What follows belongs to an exercise in optimizing a design on an open flow for a short achievable clock period and few clock cycles; a production flow would make more cautious choices.
No functional check of the RTL was part of any run shown here.
No activity file was given, so power comes from the tool's default toggle rates.

$ cat design.v
package sha256_pkg;
   localparam logic [255:0] SHA256_IV = {
      32'h6a09e667, 32'hbb67ae85, 32'h3c6ef372, 32'ha54ff53a,
      32'h510e527f, 32'h9b05688c, 32'h1f83d9ab, 32'h5be0cd19
   };
   localparam logic [7:0] PAD_BYTE = 8'h80;
   localparam logic [1:0] FILL  = 2'd0;
   localparam logic [1:0] PAD   = 2'd1;
   localparam logic [1:0] ISSUE = 2'd2;
   localparam logic [1:0] WAIT  = 2'd3;
endpackage
import sha256_pkg::*;
module sha256_last_word
(
   input  logic [31:0] data,
   input  logic [2:0]  n,
   output logic [31:0] word,
   output logic        pad_pending
);
   logic [2:0] nb;
   always_comb begin
      nb   = (n > 3'd4) ? 3'd4 : n;   
      word = '0;
      for (int unsigned b = 0; b < 4; b++) begin
         if (b < 32'(nb)) begin
            word[31-8*b -: 8] = data[31-8*b -: 8];
         end else if (b == 32'(nb)) begin
            word[31-8*b -: 8] = PAD_BYTE;
         end
      end
      pad_pending = (nb == 3'd4);
   end
endmodule
import sha256_pkg::*;
module sha256_msg_padder
#(
   parameter int unsigned DATA_WIDTH = 32
)
(
   input  logic                  clk,
   input  logic                  rst_n,
   input  logic                  i_valid,
   input  logic [DATA_WIDTH-1:0] i_data,
   input  logic                  i_last,
   input  logic [2:0]            i_last_bytes,
   output logic                  o_ready,
   output logic [511:0]          o_block,
   output logic [255:0]          o_hash_in,
   output logic                  o_load,
   input  logic [255:0]          i_digest,
   input  logic                  i_digest_valid,
   output logic [255:0]          o_digest,
   output logic                  o_done
);
   logic [31:0]  bw [16];
   logic [15:0]  wsel;       
   logic [15:0]  above;      
   logic [15:0]  tmask;      
   logic [15:0]  ptail;      
   logic         b_fill;     
   logic         b_fin;      
   logic         b_ovf;      
   logic         b_full;     
   logic         b_first;    
   logic         b_final;    
   logic         mid_msg;    
   logic         f_fits;     
   logic         ovf_pend;   
   logic         ovf_pad;    
   logic [58:0]  wlen;       
   logic [58:0]  wlen_inc;
   logic [1:0]   lb;         
   logic [63:0]  len_bits;
   logic         len_wr;
   logic [255:0] hash_a;
   logic         busy;       
   logic         a_final;
   logic [31:0]  lw_word, in_word;
   logic         lw_pad, accept, nb4, copy, dv, w15;
   sha256_last_word u_last_word (
      .data        (i_data),
      .n           (i_last_bytes),
      .word        (lw_word),
      .pad_pending (lw_pad)
   );
   assign nb4       = lw_pad;
   assign in_word   = i_last ? lw_word : i_data;
   assign accept    = b_fill && i_valid;
   assign dv        = busy && i_digest_valid;
   assign copy      = b_full && (!busy || i_digest_valid);
   assign w15       = wsel[15];
   assign wlen_inc  = wlen + 59'd1;
   assign len_bits  = {wlen, lb, 3'b000};
   assign len_wr    = (b_fin && f_fits) || b_ovf;
   assign o_ready   = b_fill;
   assign o_hash_in = hash_a;
   always_ff @(posedge clk) begin
      for (int unsigned i = 0; i < 16; i++) begin
         if (wsel[i]) begin
            bw[i] <= in_word;
         end else if (tmask[i] || b_ovf) begin
            if (ptail[i] || (i == 0 && b_ovf && ovf_pad)) bw[i] <= {PAD_BYTE, 24'h0};
            else if (i == 14 && len_wr)                   bw[i] <= len_bits[63:32];
            else if (i == 15 && len_wr)                   bw[i] <= len_bits[31:0];
            else                                          bw[i] <= '0;
         end
      end
   end
   always_ff @(posedge clk or negedge rst_n) begin
      if (!rst_n) begin
         wsel     <= 16'd1;
         above    <= 16'hfffe;
         tmask    <= '0;
         ptail    <= '0;
         b_fill   <= 1'b1;
         b_fin    <= 1'b0;
         b_ovf    <= 1'b0;
         b_full   <= 1'b0;
         b_first  <= 1'b0;
         b_final  <= 1'b0;
         mid_msg  <= 1'b0;
         f_fits   <= 1'b0;
         ovf_pend <= 1'b0;
         ovf_pad  <= 1'b0;
         wlen     <= '0;
         lb       <= '0;
      end else begin
         tmask <= '0;
         ptail <= '0;
         b_fin <= 1'b0;
         b_ovf <= 1'b0;
         if (accept) begin
            wsel  <= {wsel[14:0], 1'b0};
            above <= {above[14:0], 1'b0};
            if (!i_last) begin
               wlen <= wlen_inc;
               if (w15) begin
                  b_fill  <= 1'b0;
                  b_full  <= 1'b1;
                  b_first <= !mid_msg;
                  b_final <= 1'b0;
                  mid_msg <= 1'b1;
               end
            end else begin
               if (nb4) wlen <= wlen_inc;
               lb      <= nb4 ? 2'd0 : i_last_bytes[1:0];
               f_fits  <= nb4 ? above[13] : above[14];
               b_first <= !mid_msg;
               b_fill  <= 1'b0;
               wsel    <= '0;
               if (w15) begin
                  b_full   <= 1'b1;
                  b_final  <= 1'b0;
                  mid_msg  <= 1'b1;
                  ovf_pend <= 1'b1;
                  ovf_pad  <= nb4;
               end else begin
                  b_fin <= 1'b1;
                  tmask <= above;
                  if (nb4) ptail <= {wsel[14:0], 1'b0};
               end
            end
         end
         if (b_fin) begin
            b_full  <= 1'b1;
            b_final <= f_fits;
            if (f_fits) begin
               wlen    <= '0;
               mid_msg <= 1'b0;
            end else begin
               mid_msg  <= 1'b1;
               ovf_pend <= 1'b1;
               ovf_pad  <= 1'b0;
            end
         end
         if (b_ovf) begin
            b_full  <= 1'b1;
            b_first <= 1'b0;
            b_final <= 1'b1;
            wlen    <= '0;
            mid_msg <= 1'b0;
         end
         if (copy) begin
            b_full <= 1'b0;
            if (ovf_pend) begin
               ovf_pend <= 1'b0;
               b_ovf    <= 1'b1;
            end else begin
               b_fill <= 1'b1;
               wsel   <= 16'd1;
               above  <= 16'hfffe;
            end
         end
      end
   end
   always_ff @(posedge clk) begin
      if (copy) begin
         for (int unsigned i = 0; i < 16; i++) o_block[511-32*i -: 32] <= bw[i];
      end
      if (copy && b_first)  hash_a <= SHA256_IV;
      else if (dv)          hash_a <= i_digest;
      if (dv && a_final)    o_digest <= i_digest;
   end
   always_ff @(posedge clk or negedge rst_n) begin
      if (!rst_n) begin
         busy    <= 1'b0;
         a_final <= 1'b0;
         o_load  <= 1'b0;
         o_done  <= 1'b0;
      end else begin
         o_load <= copy;
         o_done <= dv && a_final;
         if (copy) begin
            busy    <= 1'b1;
            a_final <= b_final;
         end else if (dv) begin
            busy <= 1'b0;
         end
      end
   end
endmodule
$ cat run.sh
#!/bin/bash
# synth_recipe.tcl (not shown) runs the flow's synth.tcl, then flattens the netlist and writes it again
# the make line also repeats each setting of config.mk as NAME=value (left out here)
make -C /OpenROAD-flow-scripts/flow DESIGN_CONFIG=/design/flow/config.mk WORK_HOME=/design/flow/orfs CLKGATE_MAP_FILE= SYNTH_SCRIPT=/design/flow/synth_recipe.tcl finish
$ cat config.mk
export PLATFORM = sky130hd
export DESIGN_NAME = sha256_msg_padder
export DESIGN_NICKNAME = sha256_msg_padder
export VERILOG_FILES = /design/flow/design.v
export SDC_FILE = /design/flow/constraint.sdc
export NUM_CORES = 4
export LEC_CHECK = 0
export CAP_MARGIN = 20
export CORE_AREA = 5 5 475 475
export DIE_AREA = 0 0 480 480
export SETUP_SLACK_MARGIN = 2.5
export SLEW_MARGIN = 20
$ cat constraint.sdc
create_clock -name core_clock -period 4.0 [get_ports {clk}]
set_input_delay 0.8000 -clock core_clock [delete_from_list [all_inputs] [get_ports {clk}]]
set_output_delay 0.8000 -clock core_clock [all_outputs]
set_load 0.01 [all_outputs]
==> run_results.csv, run 1 <==
group,metric,value,unit
flow_run,maxCapViolCount,0,
placed_design,place_congestion,0.8959,
synth,ys_top_cells_by_count,"edfxtp_1, nand2_1, dfxtp_1",
synth,synth_ff_type,"edfxtp_1",
clock_tree,cts_tree,"built",
grt,grt_overflow_total,0,
sta,timing.hold.ws,0.06711,ns
pwr,design_power_total,71.71,mW
route,via_per_inst,4.793,
route,drt_iter0_drc,4336,
cells_and_area,seq_area,0.04742,mm^2
synth,ys_ff_latch,1674,
sta,worst_pin_slew,0.9754,ns
critical_path,cpPeakStageDelay,0.63,ns
synth,synth_top_area_share,67.02,%
die,row_count,172,
critical_path,end_kind,"primary output",
cells_and_area,fillers,19460,
placed_design,dp_hpwl,172300,um
critical_path,startpoint_type,"register",
synth,netlist_instances,3682,
sta,clock_skew,0.05734,ns
grt,grt_max_degree,106,
grt,grt_pass1_wl,362000,um
critical_path,critPathBufInv,1,
status,status,"complete, no violations",
critical_path,crit_family,"flip-flops",
die,coreArea,0.2197,mm^2
synth,synth.cell_area,0.05735,mm^2
route,num_vias,42320,
sta,period_minus_slack,2.325,ns
synth,synth_area_leader_cell,"edfxtp_1",
synth,ys_types,55,
die,io_pins,1323,
die,start_util,26.10,%
clock_tree,cts.sinks,1674,
die,fp.dieArea,0.2304,mm^2
synth,synth.avg_cell_area,15.58,um^2
min_path,hold_class,"input pin to async pin",
synth,synth_edf_count,1280,
sta,hold_violations,0,
sta,rsz0062_at_grt,"true",
synth,ys_async_sr_fraction,8.244,%
clock_tree,cts_inserted_buffers,173,
critical_path,critical_path_class,"register to primary output",
die,fp.dieW,480,um
placed_design,portBuffers,1322,
cells_and_area,multi_input_area,0.01289,mm^2
grt,grt_pass1_vias,41540,
synth,ys_warn_count,3,
critical_path,worstPathArrival,1.53,ns
grt,track_usage,22.81,%
clock_tree,clock_latency,0.82,ns
route,drtPass1Iterations,5,
synth,synth_most_common_cell,"edfxtp_1",
sta,slew_headroom,34.97,%
sta,fmax,0.4301,GHz
critical_path,cp.required,3.20,ns
cells_and_area,drive_gt1_share,50.42,%
sta,fin_crit_sh,58.13,%
route,drcViolationCount,0,
route,drt-total-wl,281100,um
critical_path,crit_fanout,2,
pwr,p_leak,37.62,nW
sta,slew_violations,0,
clock_tree,path_clk_slew,0.06,ns
grt,antenna_found_initial,60,
critical_path,slowest_stage,"dfstp_2",
cells_and_area,area_delta_synth_final,62.18,%
pwr,vdd_drop_max,0.0004534,V
clock_tree,cts.htree.levels,4,
cells_and_area,fin_nets,6000,
critical_path,cp_cell_sequence,"buf_6",
die,fp.dieH,480,um
synth,seq_area_frac_synth,82.01,%
route,post_drt_wl_per_cell,31.84,um
synth,synth.area.top_cells,"edfxtp_1, dfxtp_1, dfrtp_1",
clock_tree,cts_buffer_depth,3,
sta,setup_viol,0,
clock_tree,cts_root_buf,"clkbuf_16",
pwr,powerDensity,771.0,mW/mm^2
route,ant_nets,0,
synth,syn-num-nets,3979,
## final cells by class
| type | instances | share of cell area, % |
|---|---|---|
| flip-flops and latches | 1674 | 50.99 |
| repair buffers | 2039 | 24.95 |
| multi-input cells | 1806 | 13.86 |
| clock buffers | 223 | 5.009 |
| well taps | 2958 | 3.979 |
| clock inverters | 98 | 1.125 |
| diodes | 21 | 0.05650 |
| inverters | 9 | 0.04036 |
## per-layer routing
| layer | vias up | share of wire (%) | global-route usage [%] |
|---|---|---|---|
| li1 | 17570 | - | - |
| met1 | 21360 | 34 | 25.25 |
| met2 | 2590 | 49 | 38.80 |
| met3 | 749 | 8.5 | 5.760 |
| met4 | 44 | 8.6 | 15.30 |
| met5 | - | 0.091 | 0 |
## report_power, final
part	internal [mW]	switching [mW]	total, mW
logic	13.4	13.5	26.9
registers	25.7	2.86	28.5
clock network	9.26	7.03	16.3
## sequential cells by signal (all words and copies together), names as in the netlist, 2 cells and up
name and count:
hash_a 256, ptail 15, wlen 59, tmask 16
lb 2, above 16, o_block 512, o_digest 256
wsel 16, bw 512
## layout by cell type, fill, tap and decap left out, drive strengths merged, types with 17 or more instances in the layout
cell type	netlist	routed
a21oi	186	186
a22o	46	46
and2	250	255
and3	227	229
buf	16	1710
clkbuf	215	258
clkdlybuf4s50	0	288
clkinv	0	71
dfrtp	121	121
dfstp	17	17
dfxtp	256	256
diode	0	21
edfxtp	1280	1280
nand2	580	584
nand3	175	176
nand4	17	18
nor2	79	80
nor2b	30	30
o21ai	28	28
or3	34	58
## stage by stage
stage	std cells	util [%]	instance area (um^2)	setup WS (ns)	TNS (ns)
final	8828	42.33	93010	1.675	0
after global placement	7835	33.96	74620	0.7891	0
after global routing	8813	42.31	92980	1.586	0
after detailed placement	7836	33.97	74650	0.7268	0
after floorplan	3682	-	57410	-5.791	-4359.28
after CTS	8648	40.19	88310	1.563	0
## cell families (layout without fill, tap and decap cells)
family                   Yosys count  count (layout)  share of synthesized area, %
adder cells (fa/ha/maj)            1               1                       0.02181
XOR/XNOR                          25              25                        0.3818
other                              0              21                             0
AND/OR/NAND/NOR                 1446            1484                         12.83
multiplexers                       4               4                       0.06981
flip-flops                      1674            1674                         82.01
buffers and inverters            240            2369                         1.632
AO/OA/AOI/OAI                    292             292                         3.048
## final timing paths
check                                     start                    end  slack [ns]  cells past startpoint
max                            b_fill$_DFF_PN1_                o_ready        1.67                      1
min                                       rst_n      wlen[3]$_DFF_PN0_        0.07                      1
max reg2reg                    b_fill$_DFF_PN1_     wlen[38]$_DFF_PN0_        1.74                      8
min reg2reg                bw[15][26]$_DFFE_PP_  o_block[26]$_DFFE_PP_        0.38                      0
max in group asynchronous                 rst_n       b_fill$_DFF_PN1_        2.97                      2
min in group core_clock    bw[15][26]$_DFFE_PP_  o_block[26]$_DFFE_PP_        0.38                      0
## timing repair
action / CTS / global route
hold buffers: 1 / 0
buffers inserted: 298 / 111
hold endpoints to repair: 1 / 0
pin swaps: 145 / 166
endpoints found under the setup margin: 3163 / 2962
cloned: 192 / 48
gates resized for setup: 5874 / 680
==> inputs of run 2 (changes only) <==
--- a/design.v
+++ b/design.v
@@ -68,7 +68,9 @@
    logic         ovf_pend;   
    logic         ovf_pad;    
    logic [58:0]  wlen;       
-   logic [58:0]  wlen_inc;
+   logic         inc_q;      
+   logic [58:0]  wlen_sum;
+   logic         init;       
    logic [1:0]   lb;         
    logic [63:0]  len_bits;
    logic         len_wr;
@@ -89,8 +91,8 @@
    assign dv        = busy && i_digest_valid;
    assign copy      = b_full && (!busy || i_digest_valid);
    assign w15       = wsel[15];
-   assign wlen_inc  = wlen + 59'd1;
-   assign len_bits  = {wlen, lb, 3'b000};
+   assign wlen_sum  = wlen + {58'd0, inc_q};
+   assign len_bits  = {wlen_sum, lb, 3'b000};
    assign len_wr    = (b_fin && f_fits) || b_ovf;
    assign o_ready   = b_fill;
    assign o_hash_in = hash_a;
@@ -108,11 +110,12 @@
    end
    always_ff @(posedge clk or negedge rst_n) begin
       if (!rst_n) begin
-         wsel     <= 16'd1;
-         above    <= 16'hfffe;
+         init     <= 1'b1;
+         wsel     <= '0;
+         above    <= '0;
          tmask    <= '0;
          ptail    <= '0;
-         b_fill   <= 1'b1;
+         b_fill   <= 1'b0;
          b_fin    <= 1'b0;
          b_ovf    <= 1'b0;
          b_full   <= 1'b0;
@@ -123,8 +126,17 @@
          ovf_pend <= 1'b0;
          ovf_pad  <= 1'b0;
          wlen     <= '0;
+         inc_q    <= 1'b0;
          lb       <= '0;
       end else begin
+         init  <= 1'b0;
+         if (init) begin
+            b_fill <= 1'b1;
+            wsel   <= 16'd1;
+            above  <= 16'hfffe;
+         end
+         wlen  <= wlen_sum;
+         inc_q <= accept && (!i_last || nb4);
          tmask <= '0;
          ptail <= '0;
          b_fin <= 1'b0;
@@ -133,7 +145,6 @@
             wsel  <= {wsel[14:0], 1'b0};
             above <= {above[14:0], 1'b0};
             if (!i_last) begin
-               wlen <= wlen_inc;
                if (w15) begin
                   b_fill  <= 1'b0;
                   b_full  <= 1'b1;
@@ -142,7 +153,6 @@
                   mid_msg <= 1'b1;
                end
             end else begin
-               if (nb4) wlen <= wlen_inc;
                lb      <= nb4 ? 2'd0 : i_last_bytes[1:0];
                f_fits  <= nb4 ? above[13] : above[14];
                b_first <= !mid_msg;
@@ -193,13 +203,21 @@
          end
       end
    end
+   logic [511:0] blk_b;
+   logic [255:0] hash_nxt;
+   logic         hash_iv, hash_dg, dig_ld;
+   always_comb begin
+      for (int unsigned i = 0; i < 16; i++) blk_b[511-32*i -: 32] = bw[i];
+   end
+   assign hash_iv  = copy && b_first;
+   assign hash_dg  = dv && !hash_iv;
+   assign dig_ld   = dv && a_final;
+   assign hash_nxt = ({256{hash_iv}} & SHA256_IV) | ({256{hash_dg}} & i_digest) |
+                     ({256{!hash_iv && !hash_dg}} & hash_a);
    always_ff @(posedge clk) begin
-      if (copy) begin
-         for (int unsigned i = 0; i < 16; i++) o_block[511-32*i -: 32] <= bw[i];
-      end
-      if (copy && b_first)  hash_a <= SHA256_IV;
-      else if (dv)          hash_a <= i_digest;
-      if (dv && a_final)    o_digest <= i_digest;
+      o_block  <= ({512{copy}} & blk_b) | ({512{!copy}} & o_block);
+      hash_a   <= hash_nxt;
+      o_digest <= ({256{dig_ld}} & i_digest) | ({256{!dig_ld}} & o_digest);
    end
    always_ff @(posedge clk or negedge rst_n) begin
       if (!rst_n) begin
==> run 2 against run 1 <==
Final area fell by 1.6%. Sequential power about the same. Clock power grew 4%. Non-clock buffer count up 42. Sequential cell count up 2. Sequential share of layout area increased by 0.83 points. Combinational power rose by 6%. First-iteration DRC count fell by 5.4%. The layout now fails its checks (hold timing). Register-to-register slack worse by 0.30 ns. Critical path depth grew 5.
==> run_results.csv, run 2 <==
group,metric,value,unit
pwr,vdd_drop_max,0.0005217,V
clock_tree,cts_inserted_buffers,176,
critical_path,worstPathArrival,3.11,ns
critical_path,end_kind,"register",
placed_design,place_area,0.07385,mm^2
placed_design,dp_slack,0.5698,ns
route,via_per_inst,4.826,
synth,synth_top_area_share,67.84,%
sta,timing.hold.ws,-0.05760,ns
critical_path,cp_cell_sequence,"nand4_1, or4_4, or4b_4, buf_6, o211ai_1, nand3_1",
synth,seq_area_frac_synth,83.07,%
synth,synth_edf_count,1280,
synth,syn-num-nets,3551,
route,drt-total-wl,296500,um
sta,worst_pin_slew,0.6850,ns
critical_path,r2r_slack,1.44,ns
sta,setup_viol,0,
critical_path,startpoint_type,"register",
placed_design,place_congestion,0.9026,
sta,rsz0062_at_grt,"true",
clock_tree,cts_buffer_depth,3,
route,ant_nets,0,
cells_and_area,seq_area,0.04742,mm^2
die,fp.dieArea,0.2304,mm^2
cells_and_area,multi_input_area,0.01069,mm^2
synth,synth.area.top_cells,"edfxtp_1, dfxtp_1, dfrtp_1",
pwr,p_int,49.95,mW
clock_tree,cts.sinks,1676,
pwr,p_clk_share,22.8,%
cells_and_area,area_delta_synth_final,61.52,%
synth,ys_types,55,
sta,fin_crit_sh,64.00,%
sta,period_minus_slack,2.560,ns
cells_and_area,fin_nets,5635,
critical_path,cpPeakStageDelay,0.58,ns
sta,slew_headroom,54.33,%
synth,netlist_instances,3252,
route,post_drt_wl_per_cell,35.01,um
die,fp.dieW,480,um
pwr,design_power_total,73.96,mW
synth,synth_area_leader_cell,"edfxtp_1",
sta,setup_ws,1.440,ns
die,start_util,25.79,%
die,row_count,172,
cells_and_area,drive_gt1_share,46.97,%
synth,ys_warn_count,3,
pwr,p_sw,24.01,mW
route,drcViolationCount,0,
sta,slew_violations,0,
critical_path,cp.required,4.55,ns
synth,ys_top_cells_by_count,"edfxtp_1, and2_1, dfxtp_1",
critical_path,slowest_stage,"or4b_4",
synth,ys_async_sr_fraction,8.353,%
critical_path,crit_fanout,5,
grt,antenna_found_initial,96,
critical_path,rr_endpoint,"bw[14][26]$_DFFE_PP_",
clock_tree,cts_tree,"built",
synth,synth_most_common_cell,"edfxtp_1",
route,num_vias,40880,
pwr,p_sw_share,32.46,%
status,so_faults,"hold timing",
grt,grt_pass1_vias,39920,
sta,fmax,0.3906,GHz
grt,grt_overflow_total,0,
synth,ys_ff_latch,1676,
pwr,combPwrFrac,38.7,%
status,status,"failed layout checks",
pwr,power_frac_seq,38.5,%
critical_path,critical_path_class,"register to register",
min_path,hold_class,"input pin to async pin",
sta,clock_skew,0.04589,ns
placed_design,portBuffers,1322,
clock_tree,cts.htree.levels,4,
die,fp.dieH,480,um
synth,synth.cell_area,0.05666,mm^2
clock_tree,cts_root_buf,"clkbuf_16",
synth,synth.avg_cell_area,17.42,um^2
pwr,powerDensity,808.2,mW/mm^2
placed_design,dp_hpwl,181500,um
grt,grt_pass1_wl,371200,um
cells_and_area,fillers,19480,
grt,track_usage,23.98,%
synth,synth_ff_type,"edfxtp_1",
die,io_pins,1323,
clock_tree,path_clk_slew,0.06,ns
sta,hold_violations,9,
route,drtPass1Iterations,6,
critical_path,r2r-start,"wlen[9]$_DFF_PN0_",
die,coreArea,0.2197,mm^2
clock_tree,clock_latency,0.82,ns
critical_path,reg2regPathDepth,6,
grt,grt_max_degree,88,
flow_run,maxCapViolCount,0,
cells_and_area,final_area,0.09151,mm^2
route,drt_iter0_drc,4100,
sta,tns,0,ns
cells_and_area,final_cell_mix,"edfxtp_1, buf_2, buf_6, clkdlybuf4s50_1, and2_1",
pwr,p_leak,36.10,nW
cells_and_area,final_common_cell,"edfxtp_1",
-- run 2: changes by cell type after synthesis, moves of 22 or more --
cell and delta:
a21oi_1 -156, a22o_1 +78, clkbuf_1 -24, nand2_1 -480, nand3_1 -130, nor2_1 +27
o21ai_0 +25, o22a_1 +136, xnor2_1 +22
-- run 2: worst max path at each step --
stage | to | slack (ns) | start
after global placement | bw[14][7]$_DFFE_PP_ | 0.55 | i_last
after detailed placement | bw[15][7]$_DFFE_PP_ | 0.57 | i_last
final | bw[14][26]$_DFFE_PP_ | 1.44 | wlen[9]$_DFF_PN0_
after CTS | bw[14][29]$_DFFE_PP_ | 1.52 | wlen[10]$_DFF_PN0_
after global routing | wlen[43]$_DFF_PN0_ | 1.42 | wlen[16]$_DFF_PN0_
after floorplan | register | -5.14 | i_digest_valid
-- run 2: logic make-up after synthesis --
kind of cell               after synthesis  share of synthesized area (%)
DFF                                   1676                          83.07
and+or+nand+nor                        881                          8.856
AOI/OAI and AO/OA                      417                          5.718
buffers and inverters                  226                          1.530
xor gates and xnor gates                44                         0.6802
muxes                                    4                        0.07067
adders and majority gates                3                        0.06626
other                                    1                       0.006619
-- run 2: power by group through the flow --
| stage | combinational, mW | sequential, mW | clock, mW |
|---|---|---|---|
| floorplan | 3.49 | 28.1 | 0 |
| global placement | 17.8 | 27.9 | 0 |
| detailed placement | 17.9 | 28.1 | 0 |
| global route | 29.4 | 28.9 | 17.8 |
| finish | 28.6 | 28.4 | 16.9 |
| CTS | 26.8 | 28.3 | 17.1 |
-- run 2: worst max-delay path: cells and delay by family, from the launching register on --
family          cells  cell delay, ns
simple gates        4            1.52
flops               1            0.39
compound gates      1            0.22
buf+inv             1            0.16
-- run 2: final cells by class --
type | instances | area share, %
diodes | 26 | 0.07110
clock buffers | 231 | 5.284
clock inverters | 97 | 1.194
inverters | 10 | 0.04512
multi-input cells | 1391 | 11.69
flip-flops and latches | 1676 | 51.82
well taps | 2958 | 4.044
repair buffers | 2081 | 25.86
-- run 2: timing repair --
| action | in CTS | in global routing |
|---|---|---|
| hold endpoints to repair | 53 | 41 |
| endpoints found under the setup margin | 3200 | 2917 |
| setup buffers | 353 | 120 |
| pin swaps | 227 | 109 |
| cloned | 194 | 42 |
| resized for setup | 5913 | 314 |
-- run 2: metrics by stage --
stage	instances	hold WS, ns	util (%)
detailed placement	7407	0.4045	33.61
finish	8470	-0.05760	41.65
global placement	7407	0.4001	33.61
CTS	8282	-0.1108	40.13
global route	8451	-0.07258	41.63
floorplan	3252	0.4003	-
-- run 2: routing by layer --
metal  vias up  routed length [um]  GRT usage (%)
met2      2581              147600          42.14
met1     20720               97930          25.15
met3       752               26370          7.163
met4       102               23980          14.89
met5         -                 662              0
li1      16730                   -              -

[static timing again, ports no longer ideal]
The results above use ideal ports. As a check the final layouts listed here were re-extracted and re-timed, cells and wires unchanged.
Step 1: set_driving_cell puts a clkbuf_16 on clk and a buf_2 on each other input, an assumption about the parent block.
Step 2, shift: input delay + t, output delay - t, t = (earliest + latest rising clock arrival at the registers) / 2. This alone moves slack from input paths to output paths.
Three values: ideal, step 1, step 2; two values: the first two.
| run | t, ns | setup slack, ns | worst hold slack (ns) | worst setup path after step 2 | latest minus earliest clock arrival (ns) |
|---|---|---|---|---|---|
| run 1 | 0.885 | 1.675 / 1.577 / 0.996 | 0.067 / 0.008 / 0.380 | input to register | 0.062 / 0.061 |
| run 2 | 0.903 | 1.440 / 1.440 / 1.059 | -0.058 / -0.118 / 0.398 | input to register | 0.064 / 0.065 |
For run 1, which loses most, drivers alone change the setup slack by -0.098 ns; drivers and shift together by -0.679 ns.
